This design comes from an exercise in tuning for small area, a short achievable clock period and few clock cycles per item on the open sky130 flow, not from production work.
Function was checked by simulation only, so behaviour that the tests miss may differ from the original.

==> design.v <==
package alu_pkg;
   typedef enum logic [2:0] {add, sub, mul, div, sl, sr} opcode_t;
   typedef enum logic {sign, unsign} operand_type_t;
   typedef enum logic [2:0] {IDLE, MUL, DNORM, DIV, DFIXQ, DFIXR} state_t;
   typedef enum logic [1:0] {XB, XA, XLO, XHI} xsel_t;
   typedef enum logic [1:0] {ACC0, ACCA, ACCM, ACCD} accsel_t;
endpackage
module seq_bitlen #(
   parameter int WIDTH = 32
) (
   input  logic [WIDTH-1:0]       v,
   output logic [$clog2(WIDTH):0] len
);
   always_comb begin
      len = '0;
      for (int i = 0; i < WIDTH; i++)
         if (v[i]) len = ($clog2(WIDTH)+1)'(i + 1);
   end
endmodule
module seq_alu_hs #(
   parameter int WIDTH = 32
) (
   input  logic                 clk,
   input  logic                 rst_n,
   input  logic                 in_valid,
   output logic                 in_ready,
   input  logic [2:0]           in_opc,
   input  logic                 in_op_type,
   input  logic [WIDTH-1:0]     in_op_a,
   input  logic [WIDTH-1:0]     in_op_b,
   output logic                 out_valid,
   input  logic                 out_ready,
   output logic [2*WIDTH-1:0]   out_result,
   output logic                 out_dz,
   output logic                 busy
);
   alu_pkg::state_t  state, state_nx;
   logic        v1;                 
   logic [2:0]  opc;
   logic        sgn;
   logic [31:0] oa, ob;             
   logic        sa, sb, accept, idle, start, fin, dz;
   logic [63:0] p;                  
   logic [1:0]  mcnt;
   logic [4:0]  dcnt;
   logic        q_neg, r_neg;
   logic        ds;                 
   logic        norm_go;
   assign norm_go = c_norm && (start || state == alu_pkg::DNORM);
   assign sa       = sgn & oa[31];
   assign sb       = sgn & ob[31];
   assign idle     = state == alu_pkg::IDLE;
   assign start    = v1 && idle && (!out_valid || out_ready);
   assign in_ready = !v1 || fin;
   assign accept   = in_valid && in_ready;
   assign busy     = v1;
   assign dz       = ob == '0;
   assign out_result = p;
   alu_pkg::xsel_t   c_xsel, n_xsel;
   alu_pkg::accsel_t c_accsel, n_accsel;
   logic             c_mul, n_mul;       
   logic             c_neg, n_neg;       
   logic             c_xs, n_xs;         
   logic             c_norm, n_norm;     
   alu_pkg::state_t  f_state;            
   logic [2:0]       f_opc;
   logic             f_sgn, f_sa, f_sb, f_dz;
   always_comb begin
      f_state = state_nx;
      if (accept) begin
         f_opc = in_opc;
         f_sgn = in_op_type == alu_pkg::sign;
         f_sa  = f_sgn & in_op_a[31];
         f_sb  = f_sgn & in_op_b[31];
         f_dz  = in_op_b == '0;
      end else begin
         f_opc = opc;
         f_sgn = sgn;
         f_sa  = sa;
         f_sb  = sb;
         f_dz  = dz;
      end
      n_xsel   = alu_pkg::XB;
      n_accsel = alu_pkg::ACC0;
      n_mul    = 1'b0;
      n_neg    = 1'b1;
      n_xs     = f_sb;
      n_norm   = 1'b0;
      case (f_state)
         alu_pkg::IDLE:
            case (f_opc)
               alu_pkg::add: begin n_accsel = alu_pkg::ACCA; n_neg = 1'b0; end
               alu_pkg::sub: n_accsel = alu_pkg::ACCA;
               alu_pkg::mul: n_mul = 1'b1;
               alu_pkg::div: begin
                  n_xsel = alu_pkg::XA;    
                  n_xs   = 1'b0;
                  n_norm = !f_sa && !f_dz;   
               end
               default: ;
            endcase
         alu_pkg::MUL: begin n_accsel = alu_pkg::ACCM; n_mul = 1'b1; end
         alu_pkg::DNORM: n_norm = 1'b1;
         alu_pkg::DIV: begin n_accsel = alu_pkg::ACCD; n_neg = !(start ? sb : ds); n_xs = 1'b1; end
         alu_pkg::DFIXQ: begin n_xsel = alu_pkg::XLO; n_xs = 1'b0; end
         default:        begin n_xsel = alu_pkg::XHI; n_xs = 1'b0; end
      endcase
   end
   logic [33:0] m_acc;
   logic [31:0] m_xv;
   logic [32:0] m_x;
   logic        pb;                 
   logic [45:0] y;
   always_comb begin
      case (c_accsel)
         alu_pkg::ACC0: m_acc = '0;
         alu_pkg::ACCA: m_acc = {sa, sa, oa};
         alu_pkg::ACCM: m_acc = p[63:30];
         default:       m_acc = {2'b00, p[63:32]};
      endcase
      case (c_xsel)
         alu_pkg::XB:  m_xv = ob;
         alu_pkg::XA:  m_xv = oa;
         alu_pkg::XLO: m_xv = p[31:0];
         default:      m_xv = p[63:32];
      endcase
   end
   assign m_x = {c_xs & (c_accsel == alu_pkg::ACCD ? ds : m_xv[31]), m_xv};
   logic [5:0]  bs_one, bs_two, bs_neg;
   logic [45:0] rows [6];
   logic [45:0] negs;
   always_comb begin
      for (int j = 0; j < 6; j++) begin
         logic b2, b1, b0;
         b2 = oa[2*j+1];
         b1 = oa[2*j];
         b0 = (j == 0) ? pb : oa[2*j-1];
         bs_one[j] = c_mul & (b1 ^ b0);
         bs_two[j] = c_mul & ((b2 & ~b1 & ~b0) | (~b2 & b1 & b0));
         bs_neg[j] = c_mul & b2 & ~(b1 & b0);
      end
      if (!c_mul) begin
         bs_one[0] = 1'b1;
         bs_neg[0] = c_neg;
      end
      negs = '0;
      for (int j = 0; j < 6; j++) begin
         logic [34:0] sel;
         sel = bs_one[j] ? {{2{m_x[32]}}, m_x} : bs_two[j] ? {m_x[32], m_x, 1'b0} : 35'd0;
         sel = sel ^ {35{bs_neg[j]}};
         rows[j] = 46'($signed(sel)) << (2*j);
         negs[2*j] = bs_neg[j];
      end
   end
   assign y = {{12{m_acc[33]}}, m_acc} + rows[0] + rows[1] + rows[2] + rows[3] + rows[4] + rows[5] + negs;
   logic [31:0] sh_in, sh_w, sh_rev, oa_rev, ob_rev;
   logic [4:0]  sh_amt, dm;
   logic        sh_ar;
   logic [5:0]  la, lb, lbn;
   always_comb
      for (int i = 0; i < 32; i++) begin
         oa_rev[i] = oa[31-i];
         ob_rev[i] = ob[31-i];
         sh_rev[i] = sh_w[31-i];
      end
   assign sh_in  = c_norm ? ob_rev : (opc == alu_pkg::sl) ? oa_rev : oa;
   assign sh_amt = c_norm ? dm : ob[4:0];
   assign sh_ar  = !c_norm && opc == alu_pkg::sr && sa;
   assign sh_w   = 32'({{32{sh_ar}}, sh_in} >> sh_amt);
   seq_bitlen #(.WIDTH(32)) u_la (.v(oa),                .len(la));
   seq_bitlen #(.WIDTH(32)) u_lb (.v(sb ? ~ob : ob),     .len(lbn));
   assign lb = (lbn == '0) ? 6'd1 : lbn;
   assign dm = la > lb ? 5'(la - lb) : 5'd0;
   always_comb begin
      state_nx = state;
      fin      = 1'b0;
      case (state)
         alu_pkg::IDLE:
            if (start) begin
               if (opc == alu_pkg::mul) state_nx = alu_pkg::MUL;
               else if (opc == alu_pkg::div && !dz)
                  state_nx = sa ? alu_pkg::DNORM : alu_pkg::DIV;
               else fin = 1'b1;
            end
         alu_pkg::MUL:
            if (mcnt == 2'd2) begin
               state_nx = alu_pkg::IDLE;
               fin      = 1'b1;
            end
         alu_pkg::DNORM: state_nx = alu_pkg::DIV;
         alu_pkg::DIV:
            if (dcnt == '0) begin
               if (q_neg)      state_nx = alu_pkg::DFIXQ;
               else if (r_neg) state_nx = alu_pkg::DFIXR;
               else begin
                  state_nx = alu_pkg::IDLE;
                  fin      = 1'b1;
               end
            end
         alu_pkg::DFIXQ:
            if (r_neg) state_nx = alu_pkg::DFIXR;
            else begin
               state_nx = alu_pkg::IDLE;
               fin      = 1'b1;
            end
         default: begin
            state_nx = alu_pkg::IDLE;
            fin      = 1'b1;
         end
      endcase
   end
   always_ff @(posedge clk or negedge rst_n)
      if (!rst_n) begin
         state     <= alu_pkg::IDLE;
         v1        <= 1'b0;
         out_valid <= 1'b0;
      end else begin
         state <= state_nx;
         if (accept)   v1 <= 1'b1;
         else if (fin) v1 <= 1'b0;
         if (fin)            out_valid <= 1'b1;
         else if (out_ready) out_valid <= 1'b0;
      end
   logic [63:0] p_nx;
   logic        p_lo_en, p_mid_en, p_top_en, p_hi_en;    
   logic        mul_step;
   logic        mul_last;
   assign mul_step = (idle && opc == alu_pkg::mul) || state == alu_pkg::MUL;
   assign mul_last = state == alu_pkg::MUL && mcnt == 2'd2;
   always_comb begin
      p_nx = p;
      if (mul_step) begin
         p_nx[11:0]  = y[11:0];
         p_nx[23:12] = y[11:0];
         p_nx[29:24] = y[5:0];
         p_nx[63:30] = mul_last ? y[39:6] : y[45:12];
      end else if (c_norm)
         p_nx = {oa, 32'd0};
      else
         case (state)
            alu_pkg::IDLE:
               case (opc)
                  alu_pkg::add, alu_pkg::sub: p_nx = {{30{y[33]}}, y[33:0]};
                  alu_pkg::sl:                p_nx = {{32{sgn & sh_rev[31]}}, sh_rev};
                  alu_pkg::sr:                p_nx = {{32{sgn & sh_w[31]}}, sh_w};
                  default:                    p_nx = {oa, 32'hFFFF_FFFF};
               endcase
            alu_pkg::DIV:   p_nx = {y[33] ? p[63:32] : y[31:0], p[30:0], ~y[33]};
            alu_pkg::DFIXQ: p_nx[31:0] = y[31:0];
            default:        p_nx[63:32] = y[31:0];
         endcase
   end
   always_comb begin
      p_lo_en  = 1'b0;
      p_mid_en = 1'b0;
      p_top_en = 1'b0;
      p_hi_en  = 1'b0;
      if (start) begin
         p_lo_en  = !(opc == alu_pkg::div && !dz && sa);
         p_mid_en = p_lo_en && opc != alu_pkg::mul;
         p_top_en = p_mid_en;
         p_hi_en  = p_lo_en;
      end else if (state == alu_pkg::MUL) begin
         p_mid_en = !mul_last;
         p_top_en = mul_last;
         p_hi_en  = 1'b1;
      end else if (!idle) begin
         p_lo_en  = 1'b1;
         p_mid_en = 1'b1;
         p_top_en = 1'b1;
         p_hi_en  = 1'b1;
      end
   end
   always_ff @(posedge clk) begin
      if (p_lo_en)  p[11:0]  <= p_nx[11:0];
      if (p_mid_en) p[23:12] <= p_nx[23:12];
      if (p_top_en) p[29:24] <= p_nx[29:24];
      if (p_hi_en)  p[63:30] <= p_nx[63:30];
      c_xsel   <= n_xsel;
      c_accsel <= n_accsel;
      c_mul    <= n_mul;
      c_neg    <= n_neg;
      c_xs     <= n_xs;
      c_norm   <= n_norm;
      if (start) begin
         out_dz <= opc == alu_pkg::div && dz;
         q_neg  <= sa ^ sb;
         r_neg  <= sa;
         mcnt   <= 2'd1;
      end else if (state == alu_pkg::MUL) mcnt <= mcnt + 2'd1;
      pb <= ((start && opc == alu_pkg::mul) || (state == alu_pkg::MUL && !mul_last)) && oa[11];
      if (norm_go) dcnt <= dm;
      else if (state == alu_pkg::DIV) dcnt <= dcnt - 5'd1;
      if (accept) begin
         opc <= in_opc;
         sgn <= in_op_type == alu_pkg::sign;
         oa  <= in_op_a;
         ob  <= in_op_b;
      end else if ((start && opc == alu_pkg::mul) || state == alu_pkg::MUL)
         oa <= {{12{sa}}, oa[31:12]};
      else if (start && opc == alu_pkg::div && sa)
         oa <= y[31:0];
      if (!accept) begin
         if (norm_go) ob <= sh_rev;
         else if (state == alu_pkg::DIV) ob <= {ds, ob[31:1]};
      end
      if (start) ds <= sb;
   end
endmodule
==> run.sh <==
#!/bin/bash
# synth_recipe.tcl (not shown) runs the flow's synth.tcl, then flattens the netlist and writes it again
# the make line also repeats each setting of config.mk as NAME=value (left out here)
make -C /OpenROAD-flow-scripts/flow DESIGN_CONFIG=/design/flow/config.mk WORK_HOME=/design/flow/orfs CLKGATE_MAP_FILE= SYNTH_SCRIPT=/design/flow/synth_recipe.tcl finish
==> config.mk <==
export PLATFORM = sky130hd
export DESIGN_NAME = seq_alu_hs
export DESIGN_NICKNAME = seq_alu_hs
export VERILOG_FILES = /design/flow/design.v
export SDC_FILE = /design/flow/constraint.sdc
export NUM_CORES = 4
export LEC_CHECK = 0
export CAP_MARGIN = 20
export CORE_MARGIN = 2
export CORE_UTILIZATION = 40
export SLEW_MARGIN = 20
==> constraint.sdc <==
create_clock -name core_clock -period 10.0 [get_ports {clk}]
set_input_delay 2.0000 -clock core_clock [delete_from_list [all_inputs] [get_ports {clk}]]
set_output_delay 2.0000 -clock core_clock [all_outputs]
set_load 0.01 [all_outputs]
==> run notes <==
## registers in the layout, indices dropped and copies added (netlist names)
signal     cells
c_neg          1
c_xsel         2
mcnt           2
out_valid      1
ob            32
sgn            1
pb             1
oa            32
opc            3
ds             1
c_accsel       2
out_dz         1
r_neg          1
state          3
v1             1
dcnt           5
c_norm         1
c_mul          1
c_xs           1
p             64
q_neg          1
## cells by family after synthesis
logic type | after synthesis
compound gates | 1016
xor+xnor | 251
fa+ha+maj | 292
buf+inv | 538
flops | 157
mux | 189
simple gates | 842
## metal layers
metal / part of all wire, % / vias to the layer above / global-route usage (%)
met5: 0.062 / - / 0
met4: 5.0 / 12 / 15.2
met3: 15 / 396 / 14.1
met2: 39 / 2155 / 49.1
met1: 40 / 13199 / 50.0
li1: - / 11624 / -
## through the flow
| stage | utilization [%] | instance area (sq um) |
|---|---|---|
| floorplan | - | 26400 |
| global placement | 43.6 | 28600 |
| detailed placement | 43.6 | 28600 |
| CTS | 44.5 | 29100 |
| global route | 44.5 | 29200 |
| finish | 44.5 | 29200 |
## cell type report
class | count | share of cell area [%]
inverter | 229 | 2.95
sequential | 157 | 14.5
clock inverter | 12 | 0.369
multi-input combinational | 2590 | 69.4
tap | 864 | 3.70
antenna | 8 | 0.0686
timing repair buffer | 244 | 7.47
clock buffer | 20 | 1.53
## layout by cell type (no fill, tap or decap), types with 18 or more instances in the layout
master / synthesis / routed
a211oi_1: 42 / 42
a21o_1: 21 / 20
a21oi_1: 269 / 265
a22oi_1: 196 / 196
a31oi_1: 31 / 29
and2_1: 19 / 18
and3_1: 50 / 50
buf_4: 5 / 105
clkdlybuf4s50_1: 0 / 139
dfxtp_1: 47 / 43
edfxtp_1: 105 / 105
fa_1: 184 / 184
ha_1: 108 / 108
inv_1: 223 / 222
mux2_2: 60 / 60
mux2i_1: 93 / 93
mux4_2: 36 / 36
nand2_1: 353 / 350
nand2b_1: 27 / 27
nand3_1: 42 / 42
nand4_1: 18 / 18
nor2_1: 178 / 171
nor2b_1: 24 / 23
nor3_1: 67 / 59
nor4_1: 26 / 26
o211ai_1: 34 / 34
o21ai_0: 236 / 234
xnor2_1: 217 / 217
xor2_1: 34 / 32
## worst min-delay path, cell delays in order, from the launching register on
cell	delay, ns
dfxtp_1	0.34
xnor2_1	0.08
nand2_1	0.05
## worst max path at each step
stage                    from    end  slack, ns  cells after the start
finish                  c_mul  p[57]       1.41                     23
global placement        c_mul  p[57]       1.60                     22
detailed placement      oa[7]  p[63]       1.41                     24
floorplan           c_xsel[0]  p[32]       1.12                     23
global route            c_mul  p[63]       1.20                     21
CTS                     oa[7]  p[57]       1.36                     24
==> flow_metrics.py <==
metrics = {
    "clock_network": {
        "hold_buffers": 0,
        "clockBufferDepth": 2,
        "clockRootBuffer": "clkbuf_16",
        "htreeDepth": 4,
        "cts_resized": 0,
        "insertion_delay_ns": 0.50,
        "post_cts_buffers": 0,
        "cts.sinks": 157,
        "cts_made_buffers": 17,
        "cts_tree": "done",
        "clkSlewWorstSetupHoldPaths_ns": 0.09,
    },
    "route": {
        "num_vias": 27386,
        "initialDrtViolationCount": 4758,
        "post_drt_wl_per_cell_um": 30.1,
        "drtPass1Iterations": 7,
        "drt-total-wl_um": 124000,
        "drcViolationCount": 0,
        "ant_nets": 0,
        "viasPerCell": 6.64,
    },
    "floorplanning": {
        "start_util_pct": 40.3,
        "core-area_sq_um": 65500,
        "die_x_um": 261,
        "ios": 140,
        "fp.dieH_um": 261,
        "rows": 94,
        "die-area_sq_um": 68100,
    },
    "yosys": {
        "yosysMostFrequentCell": "nand2_1",
        "async_flop_share_pct": 3.18,
        "synth-adder-area-share_pct": 19.1,
        "synthesis.nets": 3649,
        "synthFlopType": "edfxtp_1",
        "synth_common_cells": "nand2_1, a21oi_1, clkbuf_1, o21ai_0, inv_1",
        "yosysTopAreaCellShare_pct": 14.0,
        "synth_top_family_by_area": "compound AO/OA/AOI/OAI gates",
        "synth_area_per_cell_sq_um": 8.03,
        "synth-seq-area-share_pct": 16.0,
        "synthSimpleGateAreaFrac_pct": 14.5,
        "synth_area_sq_um": 26400,
        "synthMuxAreaShare_pct": 9.16,
        "synth_xor_area_share_pct": 8.33,
        "syn_inst": 3285,
        "yosysTopAreaCell": "fa_1",
        "synth-edff-count": 105,
        "synth_compound_area_share_pct": 25.0,
        "ys_ff_latch": 157,
        "ys_top_cells_by_area": "fa_1, edfxtp_1, xnor2_1, a22oi_1, ha_1",
        "synth_warnings": 3,
        "synth_cell_types": 92,
    },
    "place": {
        "place.gp.congestion": 1.04,
        "placedCellCount": 4084,
        "place_hpwl_um": 93200,
        "pre_cts_slack_ns": 1.41,
        "port_buffers": 139,
    },
    "worst_setup_path": {
        "max_stage_delay_ns": 0.94,
        "cp_max_fo": 18,
        "cp_data_arrival_time_ns": 8.83,
        "crit_path_cell_trace": "inv_1 > a21oi_2 > buf_4 > and3_1 > a21oi_1 > xnor2_1 > fa_1 > fa_1 > fa_1 > inv_1 > fa_1 > ha_1 > a21oi_1 > o21ai_0 > or4_1 > nand2b_1 > o32ai_1 > nor3_1 > a311o_1 > a2bb2oi_4 > nor2_2 > a2bb2oi_1 > a21oi_1",
        "crit_required_ns": 10.25,
        "critPathMostFrequentCell": "fa_1",
        "cp_slowest_cell": "a21oi_2",
        "rr_startpoint": "c_mul",
        "critPathCaptureType": "register",
        "r2r_slack_ns": 1.41,
        "reg2reg_to": "p[57]",
        "critical_path_buf_inv_count": 3,
        "cpLargestDelayFamily": "compound AO/OA/AOI/OAI gates",
        "critPathLaunchType": "register",
        "rr_worst_depth": 23,
        "crit_type": "register to register",
    },
    "final_layout": {
        "final-seq-area_sq_um": 4230,
        "multi_input_area_sq_um": 20300,
        "nets": 3603,
        "fin_cells": 4124,
        "nFillCells": 6591,
        "synthToLayoutAreaGrowth_pct": 10.6,
        "post_route_cells_drive_above_1_share_pct": 9.59,
    },
    "hold_path": {
        "worstHoldStart": "mcnt[0]",
        "holdPathEnd": "mcnt[0]",
        "hold_depth": 2,
        "worst_hold_path_type": "register to register",
    },
    "global_route": {
        "grt_first_pass_wirelength_um": 178000,
        "antenna_found_initial": 10,
        "grt_pass1_vias": 24937,
        "track_usage_pct": 36.0,
        "grt_overflow": 0,
        "grt_start_max_net_pins": 78,
    },
    "sta": {
        "fin_crit_ns": 8.59,
        "fin_crit_sh_pct": 85.9,
        "report.final.slew_viol_count": 0,
        "worst_slew_pin_slew_ns": 1.28,
        "fin_setup_tns_ns": 0,
        "layout_setup_ws_ns": 1.41,
        "setup_viol": 0,
        "rsz0062_at_grt": "false",
        "max-slew-margin-rel_pct": 14.2,
        "max_freq_ghz": 0.116,
        "final-hold-violation-count": 0,
        "holdWs_ns": 0.499,
        "clock-skew-final_ns": 0.0194,
    },
    "status": {
        "status": "timing/DRC/antenna clean",
    },
    "job": {
        "cap_violations": 0,
    },
}
Testbench counts, summed over its fixed seeds: cycles 21,639, items 12,000.

==> static timing again, ports no longer ideal <==
The results above use ideal ports. As a check the final layout listed here was re-extracted and re-timed, cells and wires unchanged. Step 1 assumes that a clkbuf_16 drives the clock port and a buf_2 every other input. Step 2, shift: input delay + t, output delay - t, t = (earliest + latest rising clock arrival at the registers) / 2. This alone moves slack from input paths to output paths. Three values: no drivers, after step 1, after step 2; two values: the first two.
t (ns): 0.536
slack for setup (ns): 1.414 / 1.414 / 1.414
clock arrival spread, ns: 0.020 / 0.019
slew at the worst register clock pin (ns): 0.09 / 0.09
worst data-port slew with drivers (ns): 0.05
After both steps this run still meets setup and hold. The setup slack of this run moves by 0.000 ns with the drivers and by 0.000 ns with both steps.
